From an optimization exercise on the open Yosys and OpenROAD flow, aimed at small area; shortcuts taken in it are not production practice. The RTL was checked by simulation tests, not by an equivalence proof against the original design. Power figures rest on the tool's default switching activity, not on a simulated workload.

## flow/config.mk

```make
export PLATFORM = sky130hd
export DESIGN_NAME = edge_notify_backoff_logger
export DESIGN_NICKNAME = edge_notify_backoff_logger
export VERILOG_FILES = /design/flow/design.v
export SDC_FILE = /design/flow/constraint.sdc
export NUM_CORES = 4
export LEC_CHECK = 0
export CAP_MARGIN = 20
export CORE_MARGIN = 2
export CORE_UTILIZATION = 40
export PLACE_DENSITY = 0.6
export SLEW_MARGIN = 20
```

## flow/design.v

```verilog
package enbl_pkg;
	localparam int TIME_W      = 32;
	localparam int CNT_W       = 16;
	localparam int SECS_W      = 16;
	localparam int CFG_IDX_W   = 2;
	localparam int CFG_DATA_W  = 16;
	localparam logic [SECS_W-1:0]  MIN_BACKOFF_S = 16'd30;
	localparam logic [TIME_W-1:0]  DEBOUNCE_MS   = 32'd1000;
	localparam logic [TIME_W-1:0]  WRAP_LIMIT    = 32'd65536000;
	localparam logic [CNT_W-1:0]   CNT_MAX       = 16'hFFFF;
	localparam logic [CFG_IDX_W-1:0] CFG_ENABLED         = 2'd0;
	localparam logic [CFG_IDX_W-1:0] CFG_RISING_EDGE     = 2'd1;
	localparam logic [CFG_IDX_W-1:0] CFG_BACKOFF_SECONDS = 2'd2;
	localparam logic [2:0] S_IDLE = 3'd0;
	localparam logic [2:0] S_EVA  = 3'd1;
	localparam logic [2:0] S_EVB  = 3'd2;
	localparam logic [2:0] S_PAD  = 3'd3;
	localparam logic [2:0] S_ACC  = 3'd4;
	localparam logic [2:0] S_BEAT = 3'd5;
	localparam logic [2:0] S_DRW  = 3'd6;
endpackage
import enbl_pkg::*;
module edge_notify_backoff_logger (
	input  logic                  clk,
	input  logic                  arst_n,
	input  logic                  tick_valid,
	output logic                  tick_ready,
	input  logic [TIME_W-1:0]     tick_time_ms,
	input  logic                  tick_pin_level,
	output logic                  report_valid,
	input  logic                  report_ready,
	output logic                  report_type,
	output logic                  report_push_request,
	output logic                  report_led_state,
	output logic                  report_backoff_ended,
	output logic [CNT_W-1:0]      report_suppressed_count,
	output logic [CNT_W-1:0]      report_overrun_total,
	output logic [TIME_W-1:0]     report_log_time,
	output logic                  report_last,
	input  logic                  cfg_we,
	input  logic [CFG_IDX_W-1:0]  cfg_index,
	input  logic [CFG_DATA_W-1:0] cfg_data
);
	logic [1:0] ph_q;
	logic       ph0, ph3;
	logic              en_q, rise_q;
	logic [SECS_W-1:0] secs_q;
	logic              prev_q, primed_q, active_q, wp_q;
	logic [CNT_W-1:0]  supp_q, ovr_q;
	logic [2:0]        n_q, pc_q;
	logic [2:0]        st_q;
	logic              pp_q, logw_q, wfix_q, opened_q, ended_q;
	logic              rv_q, rtype_q;
	logic [TIME_W-1:0] wet_q, le_q;
	logic [TIME_W-1:0] s0_q, s1_q, s2_q, s3_q, s4_q, s5_q;
	logic [TIME_W-1:0] out_q;
	logic              c_sum_q, c_deb_q, gt_q, lt_q, lew_q, gl_q, ge_q;
	logic [22:0]       w125;
	logic [TIME_W-1:0] win;
	logic [7:0]        t_d, w_d, k_d, l_d, x_d, sum_d, deb_d;
	logic              c_sum, c_deb, gt_n, lt_n, lew_n, gl_n, ge_n;
	logic              hit, open_win, supp_hit, wrap_fix, log_we, full;
	logic              wp2, act_or, ended, act_n;
	logic [CNT_W-1:0]  supp_n, ovr_n;
	logic [2:0]        n1;
	logic              push, acc_beat, acc_entry_more, pp_next;
	assign ph0 = (ph_q == 2'd0);
	assign ph3 = (ph_q == 2'd3);
	assign w125 = {secs_q, 7'b0} - {6'b0, secs_q, 1'b0} - {7'b0, secs_q};
	assign win  = {6'b0, w125, 3'b0};
	always_comb begin
		case (ph_q)
			2'd0: begin t_d = tick_time_ms[7:0];   w_d = win[7:0];   end
			2'd1: begin t_d = tick_time_ms[15:8];  w_d = win[15:8];  end
			2'd2: begin t_d = tick_time_ms[23:16]; w_d = win[23:16]; end
			default: begin t_d = tick_time_ms[31:24]; w_d = win[31:24]; end
		endcase
		k_d = (ph_q == 2'd0) ? DEBOUNCE_MS[7:0] : ((ph_q == 2'd1) ? DEBOUNCE_MS[15:8] : 8'd0);
		l_d = (ph_q == 2'd2) ? WRAP_LIMIT[23:16] : ((ph_q == 2'd3) ? WRAP_LIMIT[31:24] : 8'd0);
	end
	always_comb begin
		hit      = en_q && primed_q &&
			(rise_q ? (tick_pin_level && !prev_q) : (!tick_pin_level && prev_q));
		open_win = hit && !active_q;
		{c_sum, sum_d} = {1'b0, t_d} + {1'b0, w_d} + {8'd0, !ph0 && c_sum_q};
		{c_deb, deb_d} = {1'b0, le_q[7:0]} + {1'b0, k_d} + {8'd0, !ph0 && c_deb_q};
		x_d  = open_win ? sum_d : wet_q[7:0];
		gt_n = (t_d > deb_d) || ((t_d == deb_d) && !ph0 && gt_q);
		lt_n = (t_d < w_d) || ((t_d == w_d) && !ph0 && lt_q);
		lew_n = (t_d < w_d) || ((t_d == w_d) && (ph0 || lew_q));
		gl_n = (wet_q[7:0] > l_d) || ((wet_q[7:0] == l_d) && !ph0 && gl_q);
		ge_n = (t_d > x_d) || ((t_d == x_d) && (ph0 || ge_q));
		supp_hit = hit && active_q && gt_n;
		wrap_fix = en_q && primed_q && !hit && active_q && lt_n && gl_n;
		log_we   = open_win || supp_hit;
		wp2      = (wp_q || (open_win && c_sum)) && !lew_n;
		act_or   = active_q || open_win;
		ended    = act_or && !wp2 && (wrap_fix || ge_n);
		act_n    = act_or && !ended;
		if (open_win)
			supp_n = '0;
		else if (supp_hit && (supp_q != CNT_MAX))
			supp_n = supp_q + 1'b1;
		else
			supp_n = supp_q;
		full  = log_we && (n_q == 3'd7);
		n1    = (log_we && !full) ? n_q + 1'b1 : n_q;
		ovr_n = (full && (ovr_q != CNT_MAX)) ? ovr_q + 1'b1 : ovr_q;
	end
	assign tick_ready     = (st_q == S_ACC);
	assign acc_beat       = rv_q && report_ready;
	assign acc_entry_more = acc_beat && rtype_q && (n_q != 3'd1);
	assign push           = pp_q;
	always_comb begin
		case (st_q)
			S_EVA:   pp_next = log_we || (!wrap_fix && ended && (n1 != 3'd0) && (n1 != 3'd7));
			S_EVB:   pp_next = ended_q && (n_q != 3'd0) && (n_q != 3'd7);
			S_PAD:   pp_next = (pc_q != 3'd6);
			S_DRW:   pp_next = 1'b1;
			S_BEAT:  pp_next = acc_entry_more;
			default: pp_next = 1'b0;
		endcase
	end
	always_ff @(posedge clk or negedge arst_n) begin
		if (!arst_n) begin
			ph_q     <= 2'd0;
			en_q     <= 1'b0;
			rise_q   <= 1'b1;
			secs_q   <= MIN_BACKOFF_S;
			prev_q   <= 1'b0;
			primed_q <= 1'b0;
			active_q <= 1'b0;
			wp_q     <= 1'b0;
			supp_q   <= '0;
			ovr_q    <= '0;
			n_q      <= '0;
			st_q     <= S_IDLE;
			pp_q     <= 1'b0;
			rv_q     <= 1'b0;
		end else begin
			ph_q <= ph_q + 1'b1;
			if (ph3)
				pp_q <= pp_next;
			case (st_q)
				S_IDLE: begin
					if (tick_valid && ph3)
						st_q <= S_EVA;
				end
				S_EVA: begin
					if (ph3) begin
						if (en_q) begin
							primed_q <= 1'b1;
							prev_q   <= tick_pin_level;
						end
						active_q <= act_n;
						wp_q     <= wp2;
						supp_q   <= supp_n;
						ovr_q    <= ovr_n;
						n_q      <= n1;
						if (log_we || wrap_fix)
							st_q <= S_EVB;
						else if (ended && (n1 != 3'd0) && (n1 != 3'd7))
							st_q <= S_PAD;
						else
							st_q <= S_ACC;
					end
				end
				S_EVB: begin
					if (ph3) begin
						if (ended_q && (n_q != 3'd0) && (n_q != 3'd7))
							st_q <= S_PAD;
						else
							st_q <= S_ACC;
					end
				end
				S_PAD: begin
					if (ph3 && (pc_q == 3'd6))
						st_q <= S_ACC;
				end
				S_ACC: begin
					rv_q <= 1'b1;
					st_q <= S_BEAT;
				end
				S_BEAT: begin
					if (acc_beat) begin
						if (!rtype_q && ended_q && (n_q != 3'd0)) begin
						end else if (acc_entry_more) begin
							n_q  <= n_q - 1'b1;
							rv_q <= 1'b0;
							st_q <= S_DRW;
						end else begin
							if (ended_q) begin
								n_q   <= '0;
								ovr_q <= '0;
							end
							rv_q <= 1'b0;
							st_q <= S_IDLE;
						end
					end
				end
				S_DRW: begin
					if (ph0 && pp_q) begin
						rv_q <= 1'b1;
						st_q <= S_BEAT;
					end
				end
				default: begin
					st_q <= S_IDLE;
				end
			endcase
			if (cfg_we) begin
				case (cfg_index)
					CFG_ENABLED: begin
						en_q     <= cfg_data[0];
						active_q <= 1'b0;
						wp_q     <= 1'b0;
						primed_q <= 1'b0;
					end
					CFG_RISING_EDGE: begin
						rise_q <= cfg_data[0];
					end
					CFG_BACKOFF_SECONDS: begin
						secs_q <= (cfg_data < MIN_BACKOFF_S) ? MIN_BACKOFF_S : cfg_data;
					end
					default: begin
					end
				endcase
			end
		end
	end
	always_ff @(posedge clk) begin
		if ((st_q == S_EVA) && ph3) begin
			logw_q   <= log_we;
			wfix_q   <= wrap_fix;
			opened_q <= open_win;
			ended_q  <= ended;
		end
		if ((st_q == S_EVB) && ph3)
			pc_q <= n_q;
		else if ((st_q == S_EVA) && ph3)
			pc_q <= n1;
		else if ((st_q == S_PAD) && ph3)
			pc_q <= pc_q + 1'b1;
		if (st_q == S_ACC)
			rtype_q <= 1'b0;
		else if ((st_q == S_BEAT) && acc_beat && !rtype_q)
			rtype_q <= 1'b1;
	end
	always_ff @(posedge clk) begin
		c_sum_q <= c_sum;
		c_deb_q <= c_deb;
		gt_q    <= gt_n;
		lt_q    <= lt_n;
		lew_q   <= lew_n;
		gl_q    <= gl_n;
		ge_q    <= ge_n;
	end
	always_ff @(posedge clk) begin
		wet_q <= {((st_q == S_EVA) && open_win) ? sum_d :
			(((st_q == S_EVB) && wfix_q) ? 8'd0 : wet_q[7:0]), wet_q[31:8]};
		le_q  <= {((st_q == S_EVA) && hit) ? t_d : le_q[7:0], le_q[31:8]};
		s0_q  <= {push ? t_d        : s0_q[7:0], s0_q[31:8]};
		s1_q  <= {push ? s0_q[7:0]  : s1_q[7:0], s1_q[31:8]};
		s2_q  <= {push ? s1_q[7:0]  : s2_q[7:0], s2_q[31:8]};
		s3_q  <= {push ? s2_q[7:0]  : s3_q[7:0], s3_q[31:8]};
		s4_q  <= {push ? s3_q[7:0]  : s4_q[7:0], s4_q[31:8]};
		s5_q  <= {push ? s4_q[7:0]  : s5_q[7:0], s5_q[31:8]};
		if (push && ph0)
			out_q <= s5_q;
	end
	assign report_valid            = rv_q;
	assign report_type             = rtype_q;
	assign report_push_request     = opened_q;
	assign report_led_state        = active_q;
	assign report_backoff_ended    = ended_q;
	assign report_suppressed_count = supp_q;
	assign report_overrun_total    = ovr_q;
	assign report_log_time         = rtype_q ? out_q : '0;
	assign report_last             = rtype_q ? (n_q == 3'd1) : !(ended_q && (n_q != 3'd0));
endmodule
```

## flow/constraint.sdc

```tcl
create_clock -name core_clock -period 8.0 [get_ports {clk}]
set_input_delay 1.6000 -clock core_clock [delete_from_list [all_inputs] [get_ports {clk}]]
set_output_delay 1.6000 -clock core_clock [all_outputs]
set_load 0.01 [all_outputs]
```

## flow/run.sh

```bash
#!/bin/bash
# synth_recipe.tcl (not shown) runs the flow's synth.tcl, then flattens the netlist and writes it again
# the make line also repeats each setting of config.mk as NAME=value (left out here)
make -C /OpenROAD-flow-scripts/flow DESIGN_CONFIG=/design/flow/config.mk WORK_HOME=/design/flow/orfs CLKGATE_MAP_FILE= SYNTH_SCRIPT=/design/flow/synth_recipe.tcl finish
```

==> results of run 1 <==
==> layout make-up <==
type / instances / area [µm²] / share of cell area
Sequential cell: 366 / 8040 / 0.470
Multi-Input combinational cell: 787 / 5750 / 0.336
Timing Repair Buffer: 135 / 1320 / 0.0774
Clock buffer: 56 / 1080 / 0.0633
Tap cell: 455 / 569 / 0.0333
Inverter: 60 / 225 / 0.0132
Clock inverter: 11 / 110 / 0.00644
==> power by group through the flow <==
stage / registers [µW] / clock network [µW] / logic (µW)
3_5_place_dp: 2260 / 0 / 1550
4_1_cts: 2220 / 1710 / 1560
3_3_place_gp: 2250 / 0 / 1540
5_1_grt: 2250 / 1780 / 1750
2_1_floorplan: 2190 / 0 / 1170
6_report: 2220 / 1650 / 1570
==> cell usage after synthesis (all sizes together), types with 6 or more instances <==
cell / instances
a211oi: 9
a21o: 28
a21oi: 57
a222oi: 8
a22oi: 7
a31oi: 7
and2: 40
and3: 8
buf: 17
clkbuf: 17
dfrtp: 59
dfxtp: 264
edfxtp: 38
fa: 13
ha: 86
inv: 59
mux2: 59
mux2i: 7
nand2: 95
nand2b: 8
nand3: 27
nand4: 9
nor2: 75
nor2b: 7
nor3: 16
nor4: 15
o21a: 6
o21ai: 66
o21bai: 11
or3: 6
xnor2: 35
xor2: 10
==> cells by family after synthesis <==
family                   after synthesis
multiplexers                          66
adder cells (fa/ha/maj)               99
AO/OA/AOI/OAI                        246
AND/OR/NAND/NOR                      331
buffers and inverters                 94
XOR/XNOR                              45
flip-flops                           366
==> state kept, by name (all words and copies together) (netlist names), 2 cells and up <==
signal and cells:
le_q 32, n_q 3, out_q 32, ovr_q 16, pc_q 3, ph_q 2, s0_q 32, s1_q 32
s2_q 32, s3_q 32, s4_q 32, s5_q 32, secs_q 16, st_q 3, supp_q 16, wet_q 32
==> through the flow <==
stage | setup WS (ns) | total power [µW] | std cells
global route | 0.812 | 5770 | 1870
finish | 1.40 | 5440 | 1870
detailed placement | 1.57 | 3810 | 1802
CTS | 1.51 | 5490 | 1869
floorplan | 2.15 | 3360 | 1247
global placement | 1.73 | 3780 | 1802
==> worst paths after layout <==
kind	to	slack, ns	depth (start not counted)
min in group asynchronous	ovr_q[13]	1.27	2
max	active_q	1.40	28
max reg2reg	active_q	1.40	28
min reg2reg	s1_q[16]	0.32	0
max in group asynchronous	pp_q	6.09	2
min	s1_q[16]	0.32	0
==> metal layers <==
| metal | global-route usage | up-vias |
|---|---|---|
| met5 | 0 | - |
| met4 | 0.0473 | 0 |
| met3 | 0.0278 | 46 |
| met2 | 0.258 | 210 |
| met1 | 0.211 | 4439 |
| li1 | - | 4670 |
==> run summary, run 1 <==
via count=9365; crit path time final=6.60 ns; largest family of logic cells by synthesized area=simple AND/OR/NAND/NOR gates; Static Leak=0.00711 µW; Warnings, synthesis=1; DRC viols=0; Top delay family on crit path=compound AO/OA/AOI/OAI gates; remaining antenna violation count=0; Synth Area in Adders=0.0944; FFs w/ async S/R, synth=0.175; hold path start=s1_q[24]; Initial DRT Pass Iterations=5; Congestion Overflow GR=0; vias in the first global route=9288; Yosys top cell area share=0.373; setup tns final=0 ns; Vias/cell=5.01; Util after Layout=0.492; dpl cell area=15900 µm²; first-pass GRT wire length=46600 µm; max layer used=met4; internal power=3740 µW; CTS tree=built; Worst Setup End Kind=register; largest net degree at the start of global routing=65; post-CTS sizing=0; initial DRC count=456; Max IR drop VDD=0.000144 V; Post-Syn Nets=1402; XOR/XNOR Fraction of Synth Area=0.0279; clock tree buffer depth=3; design area=17100 µm²; Synth area leader=dfxtp_1; dpl hpwl=20100 µm; Final Hold Fails=0; Largest stage delay, worst path=0.54 ns; Worst Path Buf+Inv=3; Die ar.=36900 µm²; Fillers=3138; sequential power share=0.408; RD Place Congestion=0.854; Post-Synth Simple-Gate Area=0.117; WL/cell=15.2 µm; Port Buffers=126; Final #Nets=1542; M1 WL=13600 µm; fin crit share=0.825; Max-Cap Viols=0; met3 WL=1340 µm; part of the power in combinational logic=0.288; clock buffer count from CTS=37; mux contribution to synthesized area=0.0519; Site Rows=68; Synth area leaders=dfxtp_1 (37%), dfrtp_1 (10%), edfxtp_1 (8.1%); clock skew=0.0150 ns; Final Slew Violations=0; clock tree sinks=366; total number of H-tree levels=2; CP Class=register to register; Hold-fix buffers, CTS=0; switching power share of the total=0.313; clock group share of total power=0.304; Slowest-stage cell, CP=fa_1; worst-path maximum fanout=6; Sw Pwr=1700 µW; Area growth syn-to-layout=20.8%; Worst Setup SP=secs_q[0]; most frequent cells in the layout=dfxtp_1 (264), clkdlybuf4s50_1 (125), nand2_1 (95); IO Pins=127; Synth cell types=74; met2 WL=13100 µm; Mapped Cells=1247; most common cell after layout, fill and taps aside=dfxtp_1; CP dominant cell by count=a21oi_1; sequential element share of the synthesized area=0.568; worst-skew pair later-pin latency=0.53 ns; layout cells sized above 1=0.101; power per cell area=318 nW/µm²; complex-gate fraction of the synthesized area=0.115; worst r2r src=secs_q[0]; mapped cell area=14200 µm²; Post-CTS Setup Bufs=0; worst-margin pin slew=1.11 ns; Required @ worst endpoint=8.42 ns; Clk pin slew, worst setup/hold paths=0.06 ns; Tightest Hold Check Type=register to register; final setup vio count=0; Fmax=151 MHz; initial antenna violation count=0; Slew headroom=0.259; WHS=0.318 ns; gr usage total=0.157; initial core utilization=0.408; Mapped Avg Cell Area=11.3 µm²; DIE WIDTH=192 µm; unrepaired setup endpoints after global routing=no; CTS root buf=clkbuf_16; Antenna diodes=0; startpoint types=register; main flop type after synthesis=dfxtp_1; final WL=28500 µm; total core area=34700 µm²; status=finished clean; Critical Path AT=7.02 ns; DIE HEIGHT=192 µm; register bit total from synthesis=366; EDFF count, synth=38
==> run 2, diff against run 1 <==
--- a/flow/design.v
+++ b/flow/design.v
@@ -55,25 +55,29 @@
 	logic [TIME_W-1:0] s0_q, s1_q, s2_q, s3_q, s4_q, s5_q;
 	logic [TIME_W-1:0] out_q;
 	logic              c_sum_q, c_deb_q, gt_q, lt_q, lew_q, gl_q, ge_q;
-	logic [22:0]       w125;
-	logic [TIME_W-1:0] win;
-	logic [7:0]        t_d, w_d, k_d, l_d, x_d, sum_d, deb_d;
+	logic [TIME_W-1:0] wx, wy, wz;
+	logic [7:0]        x_d, y_d, z_d, u_d;
+	logic              b_u, b_w, b_u_q, b_w_q;
+	logic [7:0]        t_d, w_d, k_d, l_d, sum_d, deb_d;
 	logic              c_sum, c_deb, gt_n, lt_n, lew_n, gl_n, ge_n;
 	logic              hit, open_win, supp_hit, wrap_fix, log_we, full;
 	logic              wp2, act_or, ended, act_n;
 	logic [CNT_W-1:0]  supp_n, ovr_n;
 	logic [2:0]        n1;
+	logic [CNT_W-1:0]  sc, oc;
+	logic              cu, cw, cs, cd, g1, g2, g3, g4, g5;
 	logic              push, acc_beat, acc_entry_more, pp_next;
 	assign ph0 = (ph_q == 2'd0);
 	assign ph3 = (ph_q == 2'd3);
-	assign w125 = {secs_q, 7'b0} - {6'b0, secs_q, 1'b0} - {7'b0, secs_q};
-	assign win  = {6'b0, w125, 3'b0};
+	assign wx = {6'b0, secs_q, 10'b0};
+	assign wy = {12'b0, secs_q, 4'b0};
+	assign wz = {13'b0, secs_q, 3'b0};
 	always_comb begin
 		case (ph_q)
-			2'd0: begin t_d = tick_time_ms[7:0];   w_d = win[7:0];   end
-			2'd1: begin t_d = tick_time_ms[15:8];  w_d = win[15:8];  end
-			2'd2: begin t_d = tick_time_ms[23:16]; w_d = win[23:16]; end
-			default: begin t_d = tick_time_ms[31:24]; w_d = win[31:24]; end
+			2'd0: begin t_d = tick_time_ms[7:0];   x_d = wx[7:0];   y_d = wy[7:0];   z_d = wz[7:0];   end
+			2'd1: begin t_d = tick_time_ms[15:8];  x_d = wx[15:8];  y_d = wy[15:8];  z_d = wz[15:8];  end
+			2'd2: begin t_d = tick_time_ms[23:16]; x_d = wx[23:16]; y_d = wy[23:16]; z_d = wz[23:16]; end
+			default: begin t_d = tick_time_ms[31:24]; x_d = wx[31:24]; y_d = wy[31:24]; z_d = wz[31:24]; end
 		endcase
 		k_d = (ph_q == 2'd0) ? DEBOUNCE_MS[7:0] : ((ph_q == 2'd1) ? DEBOUNCE_MS[15:8] : 8'd0);
 		l_d = (ph_q == 2'd2) ? WRAP_LIMIT[23:16] : ((ph_q == 2'd3) ? WRAP_LIMIT[31:24] : 8'd0);
@@ -82,30 +86,56 @@
 		hit      = en_q && primed_q &&
 			(rise_q ? (tick_pin_level && !prev_q) : (!tick_pin_level && prev_q));
 		open_win = hit && !active_q;
-		{c_sum, sum_d} = {1'b0, t_d} + {1'b0, w_d} + {8'd0, !ph0 && c_sum_q};
-		{c_deb, deb_d} = {1'b0, le_q[7:0]} + {1'b0, k_d} + {8'd0, !ph0 && c_deb_q};
-		x_d  = open_win ? sum_d : wet_q[7:0];
-		gt_n = (t_d > deb_d) || ((t_d == deb_d) && !ph0 && gt_q);
-		lt_n = (t_d < w_d) || ((t_d == w_d) && !ph0 && lt_q);
-		lew_n = (t_d < w_d) || ((t_d == w_d) && (ph0 || lew_q));
-		gl_n = (wet_q[7:0] > l_d) || ((wet_q[7:0] == l_d) && !ph0 && gl_q);
-		ge_n = (t_d > x_d) || ((t_d == x_d) && (ph0 || ge_q));
+		cu = !ph0 && b_u_q;
+		cw = !ph0 && b_w_q;
+		cs = !ph0 && c_sum_q;
+		cd = !ph0 && c_deb_q;
+		g1 = !ph0 && gt_q;
+		g2 = !ph0 && lt_q;
+		g3 = ph0 || lew_q;
+		g4 = !ph0 && gl_q;
+		g5 = ph0 || ge_q;
+		for (int i = 0; i < 8; i++) begin
+			u_d[i] = x_d[i] ^ y_d[i] ^ cu;
+			cu     = (!x_d[i] && y_d[i]) || (!(x_d[i] ^ y_d[i]) && cu);
+			w_d[i] = u_d[i] ^ z_d[i] ^ cw;
+			cw     = (!u_d[i] && z_d[i]) || (!(u_d[i] ^ z_d[i]) && cw);
+			sum_d[i] = t_d[i] ^ w_d[i] ^ cs;
+			cs       = (t_d[i] && w_d[i]) || ((t_d[i] ^ w_d[i]) && cs);
+			deb_d[i] = le_q[i] ^ k_d[i] ^ cd;
+			cd       = (le_q[i] && k_d[i]) || ((le_q[i] ^ k_d[i]) && cd);
+			g1 = (t_d[i] && !deb_d[i]) || (t_d[i] && g1) || (!deb_d[i] && g1);
+			g2 = (!t_d[i] && w_d[i]) || (!t_d[i] && g2) || (w_d[i] && g2);
+			g3 = (!t_d[i] && w_d[i]) || (!t_d[i] && g3) || (w_d[i] && g3);
+			g4 = (wet_q[i] && !l_d[i]) || (wet_q[i] && g4) || (!l_d[i] && g4);
+			g5 = (t_d[i] && !wet_q[i]) || (t_d[i] && g5) || (!wet_q[i] && g5);
+		end
+		b_u   = cu;
+		b_w   = cw;
+		c_sum = cs;
+		c_deb = cd;
+		gt_n  = g1;
+		lt_n  = g2;
+		lew_n = g3;
+		gl_n  = g4;
+		ge_n  = g5;
 		supp_hit = hit && active_q && gt_n;
 		wrap_fix = en_q && primed_q && !hit && active_q && lt_n && gl_n;
 		log_we   = open_win || supp_hit;
 		wp2      = (wp_q || (open_win && c_sum)) && !lew_n;
 		act_or   = active_q || open_win;
-		ended    = act_or && !wp2 && (wrap_fix || ge_n);
+		ended    = active_q && !wp2 && (wrap_fix || ge_n);
 		act_n    = act_or && !ended;
-		if (open_win)
-			supp_n = '0;
-		else if (supp_hit && (supp_q != CNT_MAX))
-			supp_n = supp_q + 1'b1;
-		else
-			supp_n = supp_q;
 		full  = log_we && (n_q == 3'd7);
-		n1    = (log_we && !full) ? n_q + 1'b1 : n_q;
-		ovr_n = (full && (ovr_q != CNT_MAX)) ? ovr_q + 1'b1 : ovr_q;
+		sc[0] = supp_hit && !(&supp_q);
+		oc[0] = full && !(&ovr_q);
+		for (int i = 1; i < CNT_W; i++) begin
+			sc[i] = sc[i-1] && supp_q[i-1];
+			oc[i] = oc[i-1] && ovr_q[i-1];
+		end
+		supp_n = (supp_q ^ sc) & {CNT_W{!open_win}};
+		ovr_n  = ovr_q ^ oc;
+		n1     = n_q ^ {n_q[1] && n_q[0] && log_we && !full, n_q[0] && log_we && !full, log_we && !full};
 	end
 	assign tick_ready     = (st_q == S_ACC);
 	assign acc_beat       = rv_q && report_ready;
@@ -138,7 +168,7 @@
 			pp_q     <= 1'b0;
 			rv_q     <= 1'b0;
 		end else begin
-			ph_q <= ph_q + 1'b1;
+			ph_q <= {ph_q[1] ^ ph_q[0], !ph_q[0]};
 			if (ph3)
 				pp_q <= pp_next;
 			case (st_q)
@@ -185,7 +215,7 @@
 					if (acc_beat) begin
 						if (!rtype_q && ended_q && (n_q != 3'd0)) begin
 						end else if (acc_entry_more) begin
-							n_q  <= n_q - 1'b1;
+							n_q  <= n_q ^ {!n_q[1] && !n_q[0], !n_q[0], 1'b1};
 							rv_q <= 1'b0;
 							st_q <= S_DRW;
 						end else begin
@@ -220,7 +250,7 @@
 						rise_q <= cfg_data[0];
 					end
 					CFG_BACKOFF_SECONDS: begin
-						secs_q <= (cfg_data < MIN_BACKOFF_S) ? MIN_BACKOFF_S : cfg_data;
+						secs_q <= ((cfg_data[15:5] == 11'd0) && !(&cfg_data[4:1])) ? MIN_BACKOFF_S : cfg_data;
 					end
 					default: begin
 					end
@@ -240,13 +270,15 @@
 		else if ((st_q == S_EVA) && ph3)
 			pc_q <= n1;
 		else if ((st_q == S_PAD) && ph3)
-			pc_q <= pc_q + 1'b1;
+			pc_q <= pc_q ^ {pc_q[1] && pc_q[0], pc_q[0], 1'b1};
 		if (st_q == S_ACC)
 			rtype_q <= 1'b0;
 		else if ((st_q == S_BEAT) && acc_beat && !rtype_q)
 			rtype_q <= 1'b1;
 	end
 	always_ff @(posedge clk) begin
+		b_u_q   <= b_u;
+		b_w_q   <= b_w;
 		c_sum_q <= c_sum;
 		c_deb_q <= c_deb;
 		gt_q    <= gt_n;
--- a/flow/config.mk
+++ b/flow/config.mk
@@ -8,5 +8,8 @@
 export CAP_MARGIN = 20
 export CORE_MARGIN = 2
 export CORE_UTILIZATION = 40
+export CTS_BUF_LIST = sky130_fd_sc_hd__clkbuf_8 sky130_fd_sc_hd__clkbuf_16
+export CTS_CLUSTER_DIAMETER = 60
+export CTS_CLUSTER_SIZE = 20
 export PLACE_DENSITY = 0.6
 export SLEW_MARGIN = 20
==> run 2 against run 1 <==
Against the previous run: still clean; power shrank 7.7%; utilization is 0.50 points lower; die area decreased by 7.9%; flip-flop and latch count is 2 higher; synthesized area shrank 8.1%; hold slack worse by 0.0010 ns; final cell count down 12%; synthesized cell count down 16%; first-iteration DRC count fell by 5.7%; highest routed layer unchanged.
==> run summary, run 2 <==
unrepaired setup endpoints after global routing=no; Synth area leader=dfxtp_1; Synth area leaders=dfxtp_1 (41%), dfrtp_1 (11%), edfxtp_1 (8.8%); mux contribution to synthesized area=0.0613; Cells on Worst Hold Path=0; power per cell area=319 nW/µm²; M3 GR Usage=0.0255; status=finished clean; fin crit share=0.932; Post-Syn Nets=1182; Final Hold Fails=0; dpl hpwl=17000 µm; Max-Cap Viols=0; Yosys top cell area share=0.410; Hold-fix buffers, CTS=0; Worst Setup End Kind=register; CTS tree=built; Post-CTS Setup Bufs=0; layout cells sized above 1=0.128; Pwr Total=5020 µW; Required @ worst endpoint=8.47 ns; Warnings, synthesis=1; via count=7922; worst-path maximum fanout=4; mapped cell area=13000 µm²; hold path start=s0_q[28]; register bit total from synthesis=368; reg2reg setup slack=0.54 ns; sequential element share of the synthesized area=0.621; startpoint types=register; main flop type after synthesis=dfxtp_1; CP Class=register to register; XOR/XNOR Fraction of Synth Area=0.00135; EDFF count, synth=38; Site Rows=66; worst-skew pair later-pin latency=0.56 ns; initial DRC count=430; worst-margin pin slew=0.912 ns; Area growth syn-to-layout=21.0%; top-count cell post-synth=dfxtp_1; total core area=32300 µm²; Static Leak=0.00660 µW; clock tree sinks=368; hold worst-path end=s0_q[20]; clock tree buffer depth=3; first-pass GRT wire length=40300 µm; Die ar.=34000 µm²; CP dominant cell by count=ha_1; final WL=24200 µm; Final #Nets=1316; largest family of logic cells by synthesized area=adder cells; Critical Path AT=7.93 ns; Max IR drop VDD=0.000173 V; Mapped Cells=1045; Largest stage delay, worst path=0.43 ns; DIE WIDTH=184 µm; vias in the first global route=7824; Clk pin slew, worst setup/hold paths=0.07 ns; CTS root buf=clkbuf_16; DRC viols=0; final setup vio count=0; Congestion Overflow GR=0; GRT busiest layer=met2; Antenna diodes=0; Post-Synth Simple-Gate Area=0.0893; clock buffer count from CTS=28; total number of H-tree levels=1; Initial DRT Pass Iterations=5; complex-gate fraction of the synthesized area=0.0957; IO Pins=127; most frequent cells in the layout=dfxtp_1 (266), clkdlybuf4s50_1 (125), nand2_1 (87); Commonest cells post-synth=dfxtp_1 (266), nand2_1 (87), inv_1 (70), mux2_2 (67), dfrtp_1 (59); post-CTS sizing=0; crit path time final=7.46 ns; Reg-to-Reg End=supp_q[15]; clock skew=0.0136 ns; FFs w/ async S/R, synth=0.174; Final Slew Violations=0; Port Buffers=126; Tightest Hold Check Type=register to register; RD Place Congestion=0.875; Synth cell types=74; Slowest-stage cell, CP=a222oi_1; Mapped Avg Cell Area=12.4 µm²; remaining antenna violation count=0; Vias/cell=4.83; largest net degree at the start of global routing=65; WL/cell=14.7 µm; worst r2r src=ph_q[0]; GRT met2 Usage=0.243; initial core utilization=0.403; Slew headroom=0.388; most common cell after layout, fill and taps aside=dfxtp_1; met1 GRT Util=0.195; initial antenna violation count=0; gr usage total=0.146; Worst Reg-to-Reg Cells=40; Synth Area in Adders=0.0991; Fmax=134 MHz; DIE HEIGHT=184 µm; setup tns final=0 ns
run 2: cell count changes after synthesis, moves of 17 or more:
| cell | delta |
|---|---|
| ha_1 | -35 |
| xnor2_1 | -34 |
| fa_1 | +17 |
| a21o_1 | -23 |
| o21ai_0 | -17 |
| nor2_1 | -46 |
| a21oi_1 | -32 |
run 2: how the worst max path moves through the flow:
stage	slack [ns]	depth (start not counted)	to	startpoint
floorplan	0.54	24	st_q[2]	ph_q[0]
global placement	0.72	38	ovr_q[14]	ph_q[0]
detailed placement	0.56	40	supp_q[15]	ph_q[0]
CTS	0.55	40	supp_q[15]	ph_q[0]
global route	0.07	40	supp_q[15]	ph_q[0]
finish	0.54	40	supp_q[15]	ph_q[0]
run 2: report_power, final:
part / switching [µW] / total [µW] / internal, µW
clock network: 661 / 1400 / 738
registers: 194 / 2430 / 2230
logic: 615 / 1190 / 575
total: 1470 / 5020 / 3550
run 2: cell families (layout without fill, tap and decap cells):
family          Yosys count  count (layout)
compound gates          176             176
xor+xnor                  2               2
fa+ha+maj                86              86
buf+inv                 109             263
flops                   368             368
mux                      70              70
simple gates            234             234
run 2: worst max-delay path, delay by kind of cell (launching register included):
family	cells	cell delay (ns)
adder cells (fa/ha/maj)	24	5.16
AO/OA/AOI/OAI	4	0.84
AND/OR/NAND/NOR	4	0.42
buffers and inverters	8	0.55
flip-flops	1	0.41
run 2: final cells by class:
type | count | area [µm²]
Fill cell | 2901 | 16600
Inverter | 71 | 267
Timing Repair Buffer | 142 | 1380
Clock buffer | 30 | 728
Tap cell | 442 | 553
Clock inverter | 20 | 208
Multi-Input combinational cell | 568 | 4530
Sequential cell | 368 | 8080
run 2: routing by layer:
metal  vias up  routed length [µm]
li1       3874                   -
met1      3806               11500
met2       193               10900
met3        49                1180
met4         0                 582
met5         -                   0
run 2: per-stage QoR:
step                setup slack [ns]  instances  instance area, µm²  hold slack (ns)  utilization
floorplan                      0.540       1045               13000            0.310            -
global placement               0.716       1591               14800            0.310        0.458
detailed placement             0.563       1591               14800            0.312        0.458
CTS                            0.545       1641               15700            0.303        0.487
global route                  0.0654       1641               15700            0.302        0.487
finish                         0.542       1641               15700            0.317        0.487
==> run 3, diff against run 2 <==
--- a/flow/config.mk
+++ b/flow/config.mk
@@ -8,8 +8,5 @@
 export CAP_MARGIN = 20
 export CORE_MARGIN = 2
 export CORE_UTILIZATION = 40
-export CTS_BUF_LIST = sky130_fd_sc_hd__clkbuf_8 sky130_fd_sc_hd__clkbuf_16
-export CTS_CLUSTER_DIAMETER = 60
-export CTS_CLUSTER_SIZE = 20
 export PLACE_DENSITY = 0.6
 export SLEW_MARGIN = 20
==> run 3 against run 2 <==
Against the previous run: synthesized area did not move; combinational power hardly changed; sequential power about the same; critical endpoint unchanged; largest cell class unchanged.
==> run summary, run 3 <==
via count=7936; worst-margin pin slew=0.909 ns; Fmax=134 MHz; Mapped Cells=1045; largest net degree at the start of global routing=65; crit path time final=7.44 ns; gr usage total=0.149; WHS=0.311 ns; remaining antenna violation count=0; CTS root buf=clkbuf_16; Tightest Hold Check Type=register to register; Crit path depth=40; most common cell after layout, fill and taps aside=dfxtp_1; worst-path maximum fanout=4; CP Class=register to register; Reg-to-Reg End=supp_q[15]; Warnings, synthesis=1; clock skew=0.0214 ns; Static Leak=0.00675 µW; final setup vio count=0; Worst Reg-to-Reg Cells=40; worst r2r src=ph_q[0]; Post-Syn Nets=1182; top-count cell post-synth=dfxtp_1; EDFF count, synth=38; Slowest-stage cell, CP=a222oi_1; reg2reg setup slack=0.56 ns; Slew headroom=0.391; status=finished clean; Worst Setup End Kind=register; Final Hold Fails=0; Required @ worst endpoint=8.44 ns; Top delay family on crit path=adder cells; mapped cell area=13000 µm²; RD Place Congestion=0.875; post-CTS sizing=0; startpoint types=register; CTS tree=built; FFs w/ async S/R, synth=0.174; first-pass GRT wire length=40800 µm; IO Pins=127; layout cells sized above 1=0.140; Max IR drop VDD=0.000154 V; Largest stage delay, worst path=0.41 ns; Final #Nets=1326; Commonest cells post-synth=dfxtp_1 (266), nand2_1 (87), inv_1 (70), mux2_2 (67), dfrtp_1 (59); Area growth syn-to-layout=23.7%; total core area=32300 µm²; final WL=24400 µm; Congestion Overflow GR=0; clock tree buffer depth=3; fin crit share=0.930; Final Slew Violations=0; Site Rows=66; initial DRC count=493; Critical Path AT=7.88 ns; setup tns final=0 ns; DIE HEIGHT=184 µm; CP endpoint=supp_q[15]; clock buffer count from CTS=38; Synth cell types=74; WL/cell=14.7 µm; register area=8080 µm²; Worst Path Buf+Inv=8; sequential element share of the synthesized area=0.621; initial antenna violation count=0; Util after Layout=0.498; Port Buffers=126; register bit total from synthesis=368; Worst Setup SP=ph_q[0]; Initial DRT Pass Iterations=5; clock tree sinks=368; area of the multi-input gates=4530 µm²; DRC viols=0; Die ar.=34000 µm²; total number of H-tree levels=2; Synth area leaders=dfxtp_1 (41%), dfrtp_1 (11%), edfxtp_1 (8.8%); Fillers=2865; CP dominant cell by count=ha_1; dpl hpwl=17000 µm; unrepaired setup endpoints after global routing=no; DIE WIDTH=184 µm; Post-CTS Setup Bufs=0; main flop type after synthesis=dfxtp_1; Max-Cap Viols=0; most frequent cells in the layout=dfxtp_1 (266), clkdlybuf4s50_1 (125), nand2_1 (87); Vias/cell=4.78; worst-skew pair later-pin latency=0.54 ns; Yosys top cell area share=0.410; Clk pin slew, worst setup/hold paths=0.06 ns; Mapped Avg Cell Area=12.4 µm²; Synth area leader=dfxtp_1; power per cell area=335 nW/µm²; Hold-fix buffers, CTS=0; initial core utilization=0.403; vias in the first global route=7981
-- run 3: changes by cell type in the layout (fill, tap and decap cells not counted), moves of 2 or more --
cell       delta
inv_16        +2
clkbuf_1      +9
clkbuf_16    +11
inv_6         +2
inv_1         -6
clkbuf_8      +6
-- run 3: power by group --
part	total, µW	leakage (µW)	switching (µW)	internal, µW
Combinational	1190	0.00280	615	576
Clock	1770	0.000634	716	1050
Sequential	2430	0.00332	193	2240
Total	5390	0.00675	1520	3870
-- run 3: how the worst min path moves through the flow --
stage                         from       end  slack (ns)  cells past startpoint
after global routing      s0_q[27]  s0_q[19]        0.32                      0
after global placement    le_q[19]  le_q[11]        0.31                      0
after CTS                 s0_q[27]  s0_q[19]        0.32                      0
after detailed placement   le_q[8]   le_q[0]        0.31                      0
final                     s0_q[27]  s0_q[19]        0.31                      0
after floorplan            le_q[8]   le_q[0]        0.31                      0
-- run 3: metal layers --
layer | wire [µm] | global-route usage | share of wire | vias up
met4 | 509 | 0.0464 | 0.021 | 0
li1 | - | - | - | 3908
met2 | 11100 | 0.245 | 0.46 | 185
met1 | 11500 | 0.197 | 0.47 | 3799
met5 | 0 | 0 | 0 | -
met3 | 1240 | 0.0320 | 0.051 | 44
-- run 3: cell families after synthesis --
kind of cell	share of synthesized area
xor gates and xnor gates	0.00135
DFF	0.621
buffers and inverters	0.0323
muxes	0.0613
and+or+nand+nor	0.0893
adders and majority gates	0.0991
AOI/OAI and AO/OA	0.0957
-- run 3: through the flow --
stage / area (µm²) / power [µW] / cells / setup WS [ns]
finish: 16100 / 5390 / 1660 / 0.559
global route: 16100 / 5730 / 1659 / 0.0389
CTS: 16100 / 5460 / 1659 / 0.526
detailed placement: 14800 / 3660 / 1591 / 0.563
global placement: 14800 / 3650 / 1591 / 0.716
floorplan: 13000 / 3210 / 1045 / 0.540
-- run 3: final cells by class --
| cell class | count | area share |
|---|---|---|
| repair buffers | 142 | 0.0855 |
| clock inverters | 12 | 0.0105 |
| inverters | 71 | 0.0166 |
| well taps | 442 | 0.0344 |
| diodes | 1 | 0.000156 |
| clock buffers | 56 | 0.0696 |
| flip-flops and latches | 368 | 0.502 |
| multi-input cells | 568 | 0.281 |
==> run 4, diff against run 3 <==
==> flow/flow/run.sh (new file) <==
#!/bin/bash
# Own layout flow: the standard layout (standard.sh), with two changes to how
# the layout is built:
#  - the port buffers that buffer_ports inserts use the smallest buffer, buf_1;
#  - clock tree synthesis uses clkbuf_8/clkbuf_16 with larger sink clusters and
#    inserts no dummy loads.
# Everything else (synthesis, floorplan, power grid, placement, routing) is the
# standard flow. The make output goes to flow_make.log in the work folder; the
# ORFS tool logs stay under orfs/logs.
set -euo pipefail
export BUFFER_PORTS_ARGS="-buffer_cell sky130_fd_sc_hd__buf_1"
export CTS_ARGS="-sink_clustering_enable -repair_clock_nets -dont_use_dummy_load -buf_list {sky130_fd_sc_hd__clkbuf_8 sky130_fd_sc_hd__clkbuf_16} -sink_clustering_size 20 -sink_clustering_max_diameter 60"
bash standard.sh > flow_make.log 2>&1
==> flow/standard.sh (new file) <==
#!/bin/bash
# synth_recipe.tcl (not shown) runs the flow's synth.tcl, then flattens the netlist and writes it again
# the make line also repeats each setting of config.mk as NAME=value (left out here)
make -C /OpenROAD-flow-scripts/flow DESIGN_CONFIG=/design/flow/config.mk WORK_HOME=/design/flow/orfs CLKGATE_MAP_FILE= SYNTH_SCRIPT=/design/flow/synth_recipe.tcl "${@:-finish}"
removed: flow/run.sh
==> run 4 against run 3 <==
Against the previous run: die area unchanged; largest cell class unchanged; highest routed layer unchanged; clock-buffer cell count decreased by 27; still clean; cell area decreased by 8.4%; power decreased by 12%; fmax increased by 0.62%; synthesized cell count unchanged; combinational power decreased by 8%; sequential share of layout area increased by 4.6 points.
==> run summary, run 4 <==
status=finished clean; Vias/cell=4.82; WL/cell=14.9 µm; post-CTS sizing=0; Worst Setup End Kind=register; Slew headroom=0.356; Largest stage delay, worst path=0.40 ns; Fmax=135 MHz; final WL=24100 µm; Site Rows=66; RD Place Congestion=0.902; Commonest cells post-synth=dfxtp_1 (266), nand2_1 (87), inv_1 (70), mux2_2 (67), dfrtp_1 (59); main flop type after synthesis=dfxtp_1; remaining antenna violation count=0; Port Buffers=126; initial core utilization=0.403; first-pass GRT wire length=39900 µm; Post-Syn Nets=1182; CP endpoint=supp_q[15]; FFs w/ async S/R, synth=0.174; Area growth syn-to-layout=13.3%; final setup vio count=0; WHS=0.254 ns; Hold-fix buffers, CTS=0; Warnings, synthesis=1; total number of H-tree levels=1; area of the multi-input gates=4530 µm²; clock buffer count from CTS=29; Final #Nets=1316; DRC viols=0; pre-CTS setup slack=0.609 ns; unrepaired setup endpoints after global routing=no; CTS tree=built; sequential element share of the synthesized area=0.621; Congestion Overflow GR=0; reg2reg setup slack=0.60 ns; CP Class=register to register; design area=14700 µm²; worst-path maximum fanout=4; clock skew=0.0749 ns; most common cell after layout, fill and taps aside=dfxtp_1; mapped cell area=13000 µm²; Clk pin slew, worst setup/hold paths=0.08 ns; initial antenna violation count=0; worst-margin pin slew=0.961 ns; Final WS setup=0.605 ns; register bit total from synthesis=368; Die ar.=34000 µm²; via count=7810; Required @ worst endpoint=8.43 ns; setup tns final=0 ns; Critical Path AT=7.83 ns; CP dominant cell by count=ha_1; Max-Cap Viols=0; EDFF count, synth=38; fin crit share=0.924; clock tree sinks=368; worst-skew pair later-pin latency=0.57 ns; Slowest-stage cell, CP=dfrtp_1; Worst Reg-to-Reg Cells=40; largest net degree at the start of global routing=65; Synth area leader=dfxtp_1; dpl hpwl=17000 µm; total core area=32300 µm²; Post-CTS Setup Bufs=0; Yosys top cell area share=0.410; Max IR drop VDD=0.000175 V; worst r2r src=ph_q[0]; Worst Setup SP=ph_q[0]; startpoint types=register; power per cell area=321 nW/µm²; clock tree buffer depth=3; CTS root buf=clkbuf_16; vias in the first global route=7742; Fillers=2955; most frequent cells in the layout=dfxtp_1 (266), buf_1 (125), nand2_1 (87); Final Slew Violations=0; DIE HEIGHT=184 µm; Synth area leaders=dfxtp_1 (41%), dfrtp_1 (11%), edfxtp_1 (8.8%); Reg-to-Reg End=supp_q[15]; Synth cell types=74; crit path time final=7.40 ns; IO Pins=127; Tightest Hold Check Type=register to register; Mapped Cells=1045; top-count cell post-synth=dfxtp_1; Static Leak=0.00616 µW; Initial DRT Pass Iterations=5; gr usage total=0.145; DIE WIDTH=184 µm; layout cells sized above 1=0.118; dpl cell area=14000 µm²; register area=8080 µm²; Mapped Avg Cell Area=12.4 µm²; initial DRC count=407; Final Hold Fails=0
run 4: cell counts after synthesis:
Identical to the previous run, type by type.
run 4: cell families (layout without fill, tap and decap cells):
group	Yosys count	count (layout)	synth area share
DFF	368	368	0.621
other	0	1	0
muxes	70	70	0.0613
buffers and inverters	109	241	0.0323
xor gates and xnor gates	2	2	0.00135
and+or+nand+nor	234	234	0.0893
AOI/OAI and AO/OA	176	176	0.0957
adders and majority gates	86	86	0.0991
run 4: stage by stage:
stage | utilization | std cells | total power (µW)
6_report | 0.456 | 1620 | 4740
5_1_grt | 0.456 | 1619 | 5060
4_1_cts | 0.456 | 1619 | 4800
3_5_place_dp | 0.434 | 1590 | 3580
3_3_place_gp | 0.434 | 1590 | 3550
2_1_floorplan | - | 1045 | 3210
run 4: layout make-up:
class	count	share of cell area
Antenna cell	1	0.000170
Sequential cell	368	0.548
Tap cell	442	0.0375
Inverter	71	0.0181
Timing Repair Buffer	141	0.0398
Clock buffer	29	0.0492
Multi-Input combinational cell	568	0.307
run 4: worst min-delay path by stage:
stage,startpoint,endpoint,slack [ns],depth (start not counted)
final,s0_q[24],s0_q[16],0.25,0
after global routing,s0_q[24],s0_q[16],0.25,0
after CTS,s0_q[24],s0_q[16],0.26,0
after detailed placement,wet_q[8],wet_q[0],0.31,0
after global placement,wet_q[31],wet_q[23],0.31,0
after floorplan,le_q[8],le_q[0],0.31,0
run 4: report_power, final:
group | leakage, µW | switching, µW | internal [µW] | total (µW)
registers | 0.00332 | 196 | 2230 | 2430
logic | 0.00248 | 627 | 475 | 1100
clock network | 0.000357 | 571 | 633 | 1200
total | 0.00616 | 1390 | 3340 | 4740
run 4: worst max-delay path: cells and delay by family (launching register included):
| family | cells | cell delay [ns] |
|---|---|---|
| and+or+nand+nor | 4 | 0.42 |
| DFF | 1 | 0.40 |
| adders and majority gates | 24 | 5.17 |
| buffers and inverters | 8 | 0.55 |
| AOI/OAI and AO/OA | 4 | 0.76 |
run 4: routing by layer:
layer | track usage | routed length [µm] | up-vias
li1 | - | - | 3854
met1 | 0.195 | 11300 | 3727
met2 | 0.244 | 11100 | 184
met3 | 0.0239 | 1140 | 45
met4 | 0.0381 | 554 | 0
met5 | 0 | 0 | -
==> run 5, diff against run 4 <==
--- a/flow/flow/run.sh
+++ b/flow/flow/run.sh
@@ -9,5 +9,5 @@
 # ORFS tool logs stay under orfs/logs.
 set -euo pipefail
 export BUFFER_PORTS_ARGS="-buffer_cell sky130_fd_sc_hd__buf_1"
-export CTS_ARGS="-sink_clustering_enable -repair_clock_nets -dont_use_dummy_load -buf_list {sky130_fd_sc_hd__clkbuf_8 sky130_fd_sc_hd__clkbuf_16} -sink_clustering_size 20 -sink_clustering_max_diameter 60"
+export CTS_ARGS="-sink_clustering_enable -repair_clock_nets -dont_use_dummy_load -buf_list {sky130_fd_sc_hd__clkbuf_16} -sink_clustering_size 30 -sink_clustering_max_diameter 80"
 bash standard.sh > flow_make.log 2>&1
==> run 5 against run 4 <==
Against the previous run: cell area down 1.7%; combinational power about the same; power down 5.3%; die area unchanged; first-iteration DRC count up 5.7%; clock power down about 20%; worst setup slack better by 0.021 ns; fmax up 0.28%; global-route usage down 0.15 points; clock-buffer cell count down 10; critical endpoint is now st_q[0]; largest cell class unchanged; largest power group unchanged.
==> run summary, run 5 <==
Cells on Worst Hold Path=0; EDFF count, synth=38; Slowest-stage cell, CP=fa_1; Post-CTS Setup Bufs=0; power per cell area=310 nW/µm²; Max IR drop VDD=0.000148 V; hold path start=s0_q[24]; most frequent cells in the layout=dfxtp_1 (266), buf_1 (125), nand2_1 (87); Commonest cells post-synth=dfxtp_1 (266), nand2_1 (87), inv_1 (70), mux2_2 (67), dfrtp_1 (59); layout cells sized above 1=0.111; IO Pins=127; Final Hold Fails=0; Worst Path Buf+Inv=3; dpl cell area=14000 µm²; worst r2r src=ph_q[0]; CTS root buf=clkbuf_16; gr usage total=0.144; Slew headroom=0.362; Fillers=2977; DIE WIDTH=184 µm; reg2reg setup slack=0.63 ns; WL/cell=14.8 µm; hold worst-path end=s0_q[16]; worst-margin pin slew=0.952 ns; Site Rows=66; Warnings, synthesis=1; Initial DRT Pass Iterations=5; sequential element share of the synthesized area=0.621; Pwr Total=4480 µW; Top delay family on crit path=adder cells; remaining antenna violation count=0; Vias/cell=4.82; Die ar.=34000 µm²; Synth cell types=74; initial DRC count=430; final setup vio count=0; clock buffer count from CTS=19; Worst Setup SP=ph_q[0]; setup tns final=0 ns; post-CTS sizing=0; WHS=0.276 ns; total core area=32300 µm²; initial core utilization=0.403; Synth area leader=dfxtp_1; main flop type after synthesis=dfxtp_1; Congestion Overflow GR=0; vias in the first global route=7607; Area growth syn-to-layout=11.4%; first-pass GRT wire length=39500 µm; Crit path depth=24; via count=7759; Mapped Cells=1045; Max-Cap Viols=0; largest net degree at the start of global routing=65; Worst Reg-to-Reg Cells=24; Reg-to-Reg End=st_q[0]; Yosys top cell area share=0.410; mapped cell area=13000 µm²; DRC viols=0; DIE HEIGHT=184 µm; Clk pin slew, worst setup/hold paths=0.10 ns; Final Non-Filler Cells=1610; critical-path cell list=inv_1 > ha_1 > a22oi_1 > or2_2 > fa_1 > fa_1 > fa_1 > inv_1 > fa_1 > fa_1 > fa_1 > fa_1 > fa_1 > inv_1 > fa_1 > ha_1 > or3_1 > nor3_1 > a21oi_1 > o21a_2 > nor2_2 > a41o_1 > a2111o_1 > o311ai_2; fin crit share=0.922; RD Place Congestion=0.902; top-count cell post-synth=dfxtp_1; Final Slew Violations=0; Final #Nets=1306; Tightest Hold Check Type=register to register; Largest stage delay, worst path=0.55 ns; worst-skew pair later-pin latency=0.53 ns; total number of H-tree levels=1; Worst Setup End Kind=register; worst-path maximum fanout=11; design area=14500 µm²; clock tree sinks=368; register bit total from synthesis=368; initial antenna violation count=0; clock skew=0.0491 ns; Post-Syn Nets=1182; Hold-fix buffers, CTS=0; clock tree buffer depth=3; Static Leak=0.00603 µW; dpl hpwl=17000 µm; CTS tree=built; Required @ worst endpoint=8.34 ns; Mapped Avg Cell Area=12.4 µm²; CP dominant cell by count=fa_1; cell total after placement=1590; crit path time final=7.37 ns; startpoint types=register; Critical Path AT=7.72 ns; status=finished clean; most common cell after layout, fill and taps aside=dfxtp_1; Fmax=136 MHz; Synth area leaders=dfxtp_1 (41%), dfrtp_1 (11%), edfxtp_1 (8.8%); Port Buffers=126; unrepaired setup endpoints after global routing=no; FFs w/ async S/R, synth=0.174; final WL=23800 µm; CP Class=register to register
run 5: cell types whose count changed in the layout (fill, tap and decap cells not counted), sizes merged:
cell | previous run | this run
clkbuf | 30 | 20
run 5: stage by stage:
stage | utilization | worst slack, ns
global placement | 0.434 | 0.749
floorplan | - | 0.540
global route | 0.449 | 0.0847
detailed placement | 0.434 | 0.609
CTS | 0.449 | 0.597
finish | 0.449 | 0.625
run 5: power by group:
group          switching (µW)  internal, µW  total (µW)
clock network             536           426         961
logic                     621           475        1100
registers                 195          2230        2430
run 5: how the worst max path moves through the flow:
stage	slack [ns]	to
2_1_floorplan	0.54	st_q[2]
3_3_place_gp	0.75	ovr_q[14]
3_5_place_dp	0.61	supp_q[15]
4_1_cts	0.60	supp_q[15]
5_1_grt	0.08	supp_q[15]
6_report	0.63	st_q[0]
run 5: logic make-up after synthesis:
group	count (synthesis)	synth area share
mux	70	0.0613
fa+ha+maj	86	0.0991
compound gates	176	0.0957
simple gates	234	0.0893
buf+inv	109	0.0323
flops	368	0.621
xor+xnor	2	0.00135
run 5: per-layer routing:
metal	part of all wire	GRT usage	up-vias
li1	-	-	3836
met1	0.47	0.197	3726
met2	0.46	0.239	163
met3	0.040	0.0207	34
met4	0.022	0.0365	0
met5	0	0	-
run 5: cell type report:
class	instances	area, µm²	area share
tap	442	553	0.0382
inverter	71	267	0.0184
multi-input combinational	568	4530	0.313
sequential	368	8080	0.557
clock buffer	19	475	0.0328
antenna	1	2.50	0.000173
timing repair buffer	141	587	0.0405
run 5: worst reg2reg max path, stage by stage (launching register included):
cell and delay (ns):
dfrtp_1 0.42, inv_1 0.12, ha_1 0.44, a22oi_1 0.10, or2_2 0.34, fa_1 0.40
fa_1 0.46, fa_1 0.55, inv_1 0.06, fa_1 0.42, fa_1 0.46, fa_1 0.46
fa_1 0.46, fa_1 0.42, inv_1 0.08, fa_1 0.43, ha_1 0.23, or3_1 0.40
nor3_1 0.15, a21oi_1 0.07, o21a_2 0.23, nor2_2 0.14, a41o_1 0.11, a2111o_1 0.16
o311ai_2 0.12
==> run 6, diff against run 5 <==
--- a/flow/flow/run.sh
+++ b/flow/flow/run.sh
@@ -9,5 +9,5 @@
 # ORFS tool logs stay under orfs/logs.
 set -euo pipefail
 export BUFFER_PORTS_ARGS="-buffer_cell sky130_fd_sc_hd__buf_1"
-export CTS_ARGS="-sink_clustering_enable -repair_clock_nets -dont_use_dummy_load -buf_list {sky130_fd_sc_hd__clkbuf_16} -sink_clustering_size 30 -sink_clustering_max_diameter 80"
+export CTS_ARGS="-sink_clustering_enable -repair_clock_nets -dont_use_dummy_load -buf_list {sky130_fd_sc_hd__clkbuf_8 sky130_fd_sc_hd__clkbuf_16} -sink_clustering_size 20 -sink_clustering_max_diameter 50 -sink_clustering_buffer sky130_fd_sc_hd__clkbuf_8"
 bash standard.sh > flow_make.log 2>&1
==> run 6 against run 5 <==
Against the previous run: still clean; routed wire length rose by 1.5%; die area did not move; cell area rose by 0.53%; combinational power barely moved; worst setup slack improved by 0.026 ns; final cell count rose by 1.1%; sequential share of layout area fell by 0.29 points; power rose by 1.3%; clock skew rose by 0.020 ns; fmax rose by 0.35%; critical path type unchanged; largest power group unchanged.
==> run summary, run 6 <==
status=finished clean; largest net degree at the start of global routing=65; Synth area leaders=dfxtp_1 (41%), dfrtp_1 (11%), edfxtp_1 (8.8%); total number of H-tree levels=2; setup tns final=0 ns; Mapped Avg Cell Area=12.4 µm²; dpl hpwl=17000 µm; Largest stage delay, worst path=0.40 ns; Max-Cap Viols=0; Commonest cells post-synth=dfxtp_1 (266), nand2_1 (87), inv_1 (70), mux2_2 (67), dfrtp_1 (59); IO Pins=127; FFs w/ async S/R, synth=0.174; initial DRC count=421; Crit path depth=40; clock tree sinks=368; Initial DRT Pass Iterations=5; top-count cell post-synth=dfxtp_1; Site Rows=66; Max IR drop VDD=0.000142 V; Tightest Hold Check Type=register to register; fin crit share=0.919; Slew headroom=0.353; clock skew=0.0690 ns; remaining antenna violation count=0; Final Hold Fails=0; via count=7869; worst r2r src=ph_q[0]; final setup vio count=0; Worst Setup End Kind=register; switching power share of the total=0.303; CTS tree=built; Synth cell types=74; startpoint types=register; Vias/cell=4.84; WHS=0.247 ns; crit path time final=7.35 ns; Area growth syn-to-layout=12.0%; total core area=32300 µm²; part of the power in combinational logic=0.242; post-CTS sizing=0; sequential power share=0.534; Static Leak=0.00608 µW; worst-margin pin slew=0.966 ns; power per cell area=312 nW/µm²; CTS root buf=clkbuf_16; Fillers=2970; Yosys top cell area share=0.410; worst-path maximum fanout=4; Die ar.=34000 µm²; unrepaired setup endpoints after global routing=no; sequential element share of the synthesized area=0.621; register bit total from synthesis=368; Final Slew Violations=0; EDFF count, synth=38; Hold-fix buffers, CTS=0; initial core utilization=0.403; vias in the first global route=7745; worst-skew pair later-pin latency=0.51 ns; Post-CTS Setup Bufs=0; Sw Pwr=1380 µW; Congestion Overflow GR=0; Critical Path AT=7.73 ns; Top delay family on crit path=adder cells; WL/cell=14.9 µm; Required @ worst endpoint=8.38 ns; Mapped Cells=1045; gr usage total=0.146; Reg-to-Reg End=supp_q[15]; layout cells sized above 1=0.123; initial antenna violation count=0; CP Class=register to register; Final #Nets=1323; Post-Syn Nets=1182; area of the multi-input gates=4530 µm²; DIE WIDTH=184 µm; Worst Setup SP=ph_q[0]; reg2reg setup slack=0.65 ns; most common cell after layout, fill and taps aside=dfxtp_1; Worst Path Buf+Inv=8; main flop type after synthesis=dfxtp_1; register area=8080 µm²; Slowest-stage cell, CP=dfrtp_1; first-pass GRT wire length=39900 µm; final WL=24200 µm; RD Place Congestion=0.902; Fmax=136 MHz; clock tree buffer depth=3; CP endpoint=supp_q[15]; Clk pin slew, worst setup/hold paths=0.10 ns; DIE HEIGHT=184 µm; Warnings, synthesis=1; DRC viols=0; mapped cell area=13000 µm²; Worst Reg-to-Reg Cells=40; Port Buffers=126; CP dominant cell by count=ha_1; most frequent cells in the layout=dfxtp_1 (266), buf_1 (125), nand2_1 (87); Synth area leader=dfxtp_1; internal power=3170 µW; clock buffer count from CTS=36; clock group share of total power=0.224
## run 6: worst reg2reg max path, delay by kind of cell (launching register included)
family,cells,cell delay (ns)
adder cells (fa/ha/maj),24,5.14
AO/OA/AOI/OAI,4,0.76
buffers and inverters,8,0.54
AND/OR/NAND/NOR,4,0.41
flip-flops,1,0.40
## run 6: through the flow
step / utilization / area, µm² / setup WS [ns] / power (µW) / cells
after floorplan: - / 13000 / 0.540 / 3210 / 1045
after global placement: 0.434 / 14000 / 0.749 / 3550 / 1590
after detailed placement: 0.434 / 14000 / 0.609 / 3580 / 1590
after CTS: 0.451 / 14600 / 0.581 / 4610 / 1626
after global routing: 0.451 / 14600 / 0.0676 / 4870 / 1626
final: 0.451 / 14600 / 0.651 / 4540 / 1627
## run 6: power by group through the flow
stage	clock [µW]	combinational (µW)	sequential (µW)
global route	1130	1260	2480
finish	1020	1100	2430
CTS	1070	1110	2430
floorplan	0	813	2390
global placement	0	1090	2460
detailed placement	0	1110	2470
## run 6: final cells by class
cell class,instances,share of cell area
diodes,1,0.000172
multi-input cells,568,0.311
inverters,71,0.0183
clock buffers,36,0.0379
well taps,442,0.0380
flip-flops and latches,368,0.554
repair buffers,141,0.0403
## run 6: cell families (layout without fill, tap and decap cells)
logic type | after synthesis | after routing | synth area share
AOI/OAI and AO/OA | 176 | 176 | 0.0957
xor gates and xnor gates | 2 | 2 | 0.00135
adders and majority gates | 86 | 86 | 0.0991
buffers and inverters | 109 | 248 | 0.0323
DFF | 368 | 368 | 0.621
muxes | 70 | 70 | 0.0613
other | 0 | 1 | 0
and+or+nand+nor | 234 | 234 | 0.0893
## run 6: per-layer routing
metal / track usage / vias up / share of wire
li1: - / 3861 / -
met1: 0.194 / 3771 / 0.47
met2: 0.242 / 180 / 0.46
met3: 0.0285 / 57 / 0.049
met4: 0.0474 / 0 / 0.025
met5: 0 / - / 0
## run 6: worst min-delay path by stage
stage	cells after the start	end	slack (ns)	start
floorplan	0	le_q[0]	0.31	le_q[8]
global placement	0	wet_q[23]	0.31	wet_q[31]
detailed placement	0	wet_q[0]	0.31	wet_q[8]
CTS	0	le_q[9]	0.25	le_q[17]
global route	0	le_q[9]	0.26	le_q[17]
finish	0	le_q[9]	0.25	le_q[17]

[afterwards: timing with drivers on the ports]
No port has a modelled driver above. Below, the same layouts with a new extraction and two added sets of constraints. Step 1: set_driving_cell puts a clkbuf_16 on clk and a buf_2 on each other input, an assumption about the parent block. Step 2, shift: input delay + t, output delay - t, t = (earliest + latest rising clock arrival at the registers) / 2. This alone moves slack from input paths to output paths. Three values: ideal, step 1, step 2; two values: the first two.
| run | shift t [ns] | setup slack, ns | slew at the worst register clock pin (ns) | worst slew at a driven data input, ns |
|---|---|---|---|---|
| run 1 | 0.577 | 1.399 / 1.399 / 1.399 | 0.06 / 0.06 | 0.06 |
| run 2 | 0.603 | 0.542 / 0.542 / 0.542 | 0.08 / 0.08 | 0.05 |
| run 3 | 0.574 | 0.559 / 0.559 / 0.559 | 0.06 / 0.06 | 0.04 |
| run 4 | 0.579 | 0.605 / 0.605 / 0.605 | 0.08 / 0.08 | 0.05 |
| run 5 | 0.549 | 0.625 / 0.625 / 0.625 | 0.10 / 0.10 | 0.05 |
| run 6 | 0.528 | 0.651 / 0.651 / 0.651 | 0.11 / 0.11 | 0.05 |
After both steps setup and hold are still met in every run listed.
